From an optimization exercise on the open Yosys and OpenROAD flow, aimed at small area; shortcuts taken in it are not production practice. The RTL was checked by simulation tests, not by an equivalence proof against the original design. No driver is modelled on the clock port, so clocking that relies on it looks cheaper here than on a real chip. Power is estimated from default activity; no workload was simulated.

==> module reg_bank, before the edit <==
module reg_bank (
  input  logic               clk,
  input  logic               reset,
  input  logic               we,
  input  cpu_pkg::reg_idx_t  rd,
  input  cpu_pkg::reg_idx_t  ra,
  input  cpu_pkg::reg_idx_t  rb,
  input  cpu_pkg::data_t     alu_result,
  input  cpu_pkg::data_t     p0,
  input  cpu_pkg::data_t     p1,
  input  logic [1:0]         p_sel,
  output cpu_pkg::data_t     rd_a,
  output cpu_pkg::data_t     rd_b,
  output cpu_pkg::data_t     p0_out,
  output cpu_pkg::data_t     p1_out
);
  logic [7:0][15:0]  regs;
  logic [7:0]        written;    
  logic [7:0]        wsel;
  logic [7:0]        sel_a;
  logic [7:0]        sel_b;
  assign written[1:0] = 2'b11;
  reg_dec u_dec_w (.idx(rd), .mask({8{we}}), .sel(wsel));
  reg_dec u_dec_a (.idx(ra), .mask(written), .sel(sel_a));
  reg_dec u_dec_b (.idx(rb), .mask(written), .sel(sel_b));
  logic [1:0][2:0]   psel;    
  logic [1:0][15:0]  pword;
  logic [1:0][15:0]  pnext_n;
  assign pword[0] = p0;
  assign pword[1] = p1;
  for (genvar r = 0; r < 2; r++)
  begin : g_port
    assign psel[r] = {!wsel[r], wsel[r] & !p_sel[r], wsel[r] & p_sel[r]};
    for (genvar b = 0; b < 16; b++)
    begin : g_bit
      aoi3 u_aoi (.s(psel[r]), .d({regs[r][b], pword[r][b], alu_result[b]}), .y(pnext_n[r][b]));
    end
    always_ff @(posedge clk or posedge reset)
    begin
      if (reset)
        regs[r] <= '0;
      else
        regs[r] <= ~pnext_n[r];
    end
  end
  always_ff @(posedge clk or posedge reset)
  begin
    if (reset)
      written[7:2] <= '0;
    else
      written[7:2] <= written[7:2] | wsel[7:2];
  end
  always_ff @(posedge clk)
  begin
    for (int i = 2; i < 8; i++)
      if (wsel[i])
        regs[i] <= alu_result;
  end
  reg_rd u_rd_a (.sel(sel_a), .regs(regs), .q(rd_a));
  reg_rd u_rd_b (.sel(sel_b), .regs(regs), .q(rd_b));
  assign p0_out = regs[0];
  assign p1_out = regs[1];
endmodule
==> module word_dec, before the edit <==
module word_dec (
  input  cpu_pkg::pc_t  addr,
  input  logic          en,
  output logic [31:0]   sel
);
  logic [4:0]  st;
  always_comb
  begin
    st = '0;
    for (int j = 0; j < 32; j++)
    begin
      sel[j] = en & (addr == st);
      st     = stage_seq::step(st);
    end
  end
endmodule
==> module program_counter, before the edit <==
module program_counter (
  input  logic          clk,
  input  logic          reset,
  input  logic          load_valid,
  input  logic          fetch,
  output logic [31:0]   rsel,
  output logic          last
);
  cpu_pkg::pc_t  top;    
  cpu_pkg::pc_t  pc;     
  localparam cpu_pkg::pc_t  STAGE_M1 = 5'b10000;    
  assign last = (pc == '0);
  always_ff @(posedge clk or posedge reset)
  begin
    if (reset)
      top <= STAGE_M1;
    else if (load_valid)
      top <= stage_seq::step(top);
  end
  always_ff @(posedge clk or posedge reset)
  begin
    if (reset)
      pc <= STAGE_M1;
    else
      pc <= fetch ? stage_seq::back(pc) : top;
  end
  word_dec u_rdec (.addr(top), .en(fetch), .sel(rsel));
endmodule
==> module mem_rd_bit, before the edit <==
module mem_rd_bit (
  input  logic [32:0]  sel,
  input  logic [32:0]  d,
  output logic         q
);
  logic [10:0]  t;    
  for (genvar g = 0; g < 11; g++)
  begin : g_aoi
    aoi3 u_aoi (.s(sel[3*g +: 3]), .d(d[3*g +: 3]), .y(t[g]));
  end
  assign q = ~&t;
endmodule
==> module mem_rd, before the edit <==
module mem_rd (
  input  logic [31:0]        sel,
  input  logic [31:0][10:0]  mem,
  input  logic               load_valid,
  input  logic [10:0]        code,
  output logic [10:0]        q
);
  for (genvar b = 0; b < 11; b++)
  begin : g_bit
    logic [31:0]  col;
    for (genvar i = 0; i < 32; i++)
    begin : g_col
      assign col[i] = mem[i][b];
    end
    mem_rd_bit u_bit (.sel({load_valid, sel}), .d({code[b], col}), .q(q[b]));
  end
endmodule
==> module program_mem, before the edit <==
module program_mem (
  input  logic               clk,
  input  logic [31:0]        load_instr,
  input  logic               load_valid,
  input  logic               fetch,
  input  logic [31:0]        rsel,
  output logic [10:0]        instr
);
  logic [31:0][10:0]  mem;
  logic [10:0]        code;
  logic [10:0]        shift_in;
  instr_enc u_enc (.instr(load_instr), .code(code));
  mem_rd u_rd (.sel(rsel), .mem(mem), .load_valid(load_valid), .code(code), .q(shift_in));
  always_ff @(posedge clk)
  begin
    if (load_valid || fetch)
      mem <= {mem[30:0], shift_in};
  end
  assign instr = mem[0];
endmodule
==> module cpu_top, before the edit <==
module cpu_top (
  input  logic                clk,
  input  logic                reset,
  input  logic [32:0]         load,     
  input  logic                run,
  input  logic [15:0]         p0,
  input  logic [15:0]         p1,
  input  logic [1:0]          p_sel,
  output logic                busy,
  output logic                done,
  output logic [15:0]         p0_out,
  output logic [15:0]         p1_out
);
  logic            fetch;
  logic            exec;
  logic            last;
  logic [31:0]     rsel;
  logic [10:0]     instr;    
  cpu_pkg::data_t  rd_a;
  cpu_pkg::data_t  rd_b;
  cpu_pkg::data_t  alu_result;
  run_sequencer u_seq (
    .clk   (clk),
    .reset (reset),
    .run   (run),
    .last  (last),
    .fetch (fetch),
    .exec  (exec),
    .busy  (busy),
    .done  (done)
  );
  program_counter u_pc (
    .clk        (clk),
    .reset      (reset),
    .load_valid (load[32]),
    .fetch      (fetch),
    .rsel       (rsel),
    .last       (last)
  );
  program_mem u_mem (
    .clk        (clk),
    .load_instr (load[31:0]),
    .load_valid (load[32]),
    .fetch      (fetch),
    .rsel       (rsel),
    .instr      (instr)
  );
  reg_bank u_regs (
    .clk        (clk),
    .reset      (reset),
    .we         (exec),
    .rd         (instr[8:6]),
    .ra         (instr[5:3]),
    .rb         (instr[2:0]),
    .alu_result (alu_result),
    .p0         (p0),
    .p1         (p1),
    .p_sel      (p_sel),
    .rd_a       (rd_a),
    .rd_b       (rd_b),
    .p0_out     (p0_out),
    .p1_out     (p1_out)
  );
  alu u_alu (
    .fn     (instr[10:9]),
    .a      (rd_a),
    .b      (rd_b),
    .result (alu_result)
  );
endmodule
clock: 5.0 ns
lec_check: 0
cap_margin: 20
core_margin: 2
core_utilization: 65
place_density: 0.75
slew_margin: 20
synth_hierarchical: 1
standard.sh (not shown) runs the stock make flow with config.mk's settings and CLKGATE_MAP_FILE= SYNTH_SCRIPT=/design/flow/synth_recipe.tcl, a recipe that flattens the netlist after the stock synthesis.
==> flow/flow/run.sh <==
#!/bin/bash
# The standard layout (standard.sh, standard synthesis unchanged) with
# these changes: ports are buffered with buf_1 instead of a delay buffer;
# synthesis buffers are removed at floorplan and placement rebuffers as needed;
# the clock tree is built from clkbuf_16 in large clusters without dummy
# loads; after CTS, gates off the critical paths are downsized (post_cts.tcl).
set -euo pipefail
CTS="-sink_clustering_enable -repair_clock_nets -dont_use_dummy_load"
CTS="$CTS -sink_clustering_size 30 -sink_clustering_max_diameter 100"
CTS="$CTS -buf_list sky130_fd_sc_hd__clkbuf_16"
bash standard.sh finish \
  "BUFFER_PORTS_ARGS=-buffer_cell sky130_fd_sc_hd__buf_1" \
  "CTS_ARGS=$CTS" REMOVE_ABC_BUFFERS=1 \
  "POST_CTS_TCL=$PWD/flow/post_cts.tcl" > standard.log 2>&1
==> flow/flow/post_cts.tcl <==
# After CTS: downsize gates on paths with slack to spare, then fix any
# slew or capacitance this leaves, and legalize the placement again.
estimate_parasitics -placement
repair_timing -recover_power 100 -verbose
repair_design -verbose -cap_margin 20 -slew_margin 20
detailed_placement
check_placement -verbose
==> next run, changes <==
--- a/flow/design.v
+++ b/flow/design.v
@@ -83,24 +83,19 @@
   reg_dec u_dec_w (.idx(rd), .mask({8{we}}), .sel(wsel));
   reg_dec u_dec_a (.idx(ra), .mask(written), .sel(sel_a));
   reg_dec u_dec_b (.idx(rb), .mask(written), .sel(sel_b));
-  logic [1:0][2:0]   psel;    
-  logic [1:0][15:0]  pword;
-  logic [1:0][15:0]  pnext_n;
-  assign pword[0] = p0;
-  assign pword[1] = p1;
-  for (genvar r = 0; r < 2; r++)
-  begin : g_port
-    assign psel[r] = {!wsel[r], wsel[r] & !p_sel[r], wsel[r] & p_sel[r]};
-    for (genvar b = 0; b < 16; b++)
-    begin : g_bit
-      aoi3 u_aoi (.s(psel[r]), .d({regs[r][b], pword[r][b], alu_result[b]}), .y(pnext_n[r][b]));
+  always_ff @(posedge clk or posedge reset)
+  begin
+    if (reset)
+    begin
+      regs[0] <= '0;
+      regs[1] <= '0;
     end
-    always_ff @(posedge clk or posedge reset)
+    else
     begin
-      if (reset)
-        regs[r] <= '0;
-      else
-        regs[r] <= ~pnext_n[r];
+      if (wsel[0])
+        regs[0] <= p_sel[0] ? alu_result : p0;
+      if (wsel[1])
+        regs[1] <= p_sel[1] ? alu_result : p1;
     end
   end
   always_ff @(posedge clk or posedge reset)
@@ -160,7 +155,6 @@
 endpackage
 module word_dec (
   input  cpu_pkg::pc_t  addr,
-  input  logic          en,
   output logic [31:0]   sel
 );
   logic [4:0]  st;
@@ -169,7 +163,7 @@
     st = '0;
     for (int j = 0; j < 32; j++)
     begin
-      sel[j] = en & (addr == st);
+      sel[j] = (addr == st);
       st     = stage_seq::step(st);
     end
   end
@@ -200,7 +194,7 @@
     else
       pc <= fetch ? stage_seq::back(pc) : top;
   end
-  word_dec u_rdec (.addr(top), .en(fetch), .sel(rsel));
+  word_dec u_rdec (.addr(pc), .sel(rsel));
 endmodule
 `timescale 1ns/1ps
 module instr_enc (
@@ -241,22 +235,21 @@
   assign y = ~|(s & d);
 endmodule
 module mem_rd_bit (
-  input  logic [32:0]  sel,
-  input  logic [32:0]  d,
+  input  logic [31:0]  sel,
+  input  logic [31:0]  d,
   output logic         q
 );
   logic [10:0]  t;    
-  for (genvar g = 0; g < 11; g++)
+  for (genvar g = 0; g < 10; g++)
   begin : g_aoi
     aoi3 u_aoi (.s(sel[3*g +: 3]), .d(d[3*g +: 3]), .y(t[g]));
   end
-  assign q = ~&t;
+  assign t[10] = ~|(sel[31:30] & d[31:30]);
+  assign q     = ~&t;
 endmodule
 module mem_rd (
   input  logic [31:0]        sel,
   input  logic [31:0][10:0]  mem,
-  input  logic               load_valid,
-  input  logic [10:0]        code,
   output logic [10:0]        q
 );
   for (genvar b = 0; b < 11; b++)
@@ -266,28 +259,28 @@
     begin : g_col
       assign col[i] = mem[i][b];
     end
-    mem_rd_bit u_bit (.sel({load_valid, sel}), .d({code[b], col}), .q(q[b]));
+    mem_rd_bit u_bit (.sel(sel), .d(col), .q(q[b]));
   end
 endmodule
 module program_mem (
   input  logic               clk,
   input  logic [31:0]        load_instr,
   input  logic               load_valid,
-  input  logic               fetch,
   input  logic [31:0]        rsel,
   output logic [10:0]        instr
 );
   logic [31:0][10:0]  mem;
   logic [10:0]        code;
-  logic [10:0]        shift_in;
   instr_enc u_enc (.instr(load_instr), .code(code));
-  mem_rd u_rd (.sel(rsel), .mem(mem), .load_valid(load_valid), .code(code), .q(shift_in));
   always_ff @(posedge clk)
   begin
-    if (load_valid || fetch)
-      mem <= {mem[30:0], shift_in};
+    if (load_valid)
+      mem <= {mem[30:0], code};
   end
-  assign instr = mem[0];
+  logic [10:0]  rd_word;
+  mem_rd u_rd (.sel(rsel), .mem(mem), .q(rd_word));
+  always_ff @(posedge clk)
+    instr <= rd_word;
 endmodule
 `timescale 1ns/1ps
 module cpu_top (
@@ -333,7 +326,6 @@
     .clk        (clk),
     .load_instr (load[31:0]),
     .load_valid (load[32]),
-    .fetch      (fetch),
     .rsel       (rsel),
     .instr      (instr)
   );
The new run finished clean.
Count of clock-buffer cells in the layout does not change.
Power falls by about a fifth.
Sequential share of layout area is about the same.
Cell area came out higher slightly.
Die area grows slightly.
Wire length climbs by a few percent.

afterwards: timing with drivers on the ports:
No port has a modelled driver above. Below, the same layouts with a new extraction and two added sets of constraints. Step 1 assumes that a clkbuf_16 drives the clock port and a buf_2 every other input. Step 2 adds t to the input delays and takes it off the output delays; t is the mean of the earliest and latest rising clock arrival at the registers after step 1. Input paths then give back, and output paths get back, about the clock's delay inside the block. Slacks: ideal ports / drivers / drivers and shift; pairs: ideal ports / drivers.
| run | shift t [ns] | setup slack, ns | latest minus earliest clock arrival (ns) | worst register clock-pin slew, ns |
|---|---|---|---|---|
| the first run | 0.582 | 0.875 / 0.875 / 0.875 | 0.034 / 0.034 | 0.12 / 0.12 |
| the second run | 0.591 | 0.897 / 0.897 / 0.897 | 0.030 / 0.030 | 0.11 / 0.11 |
After both steps setup and hold are still met in every run listed.
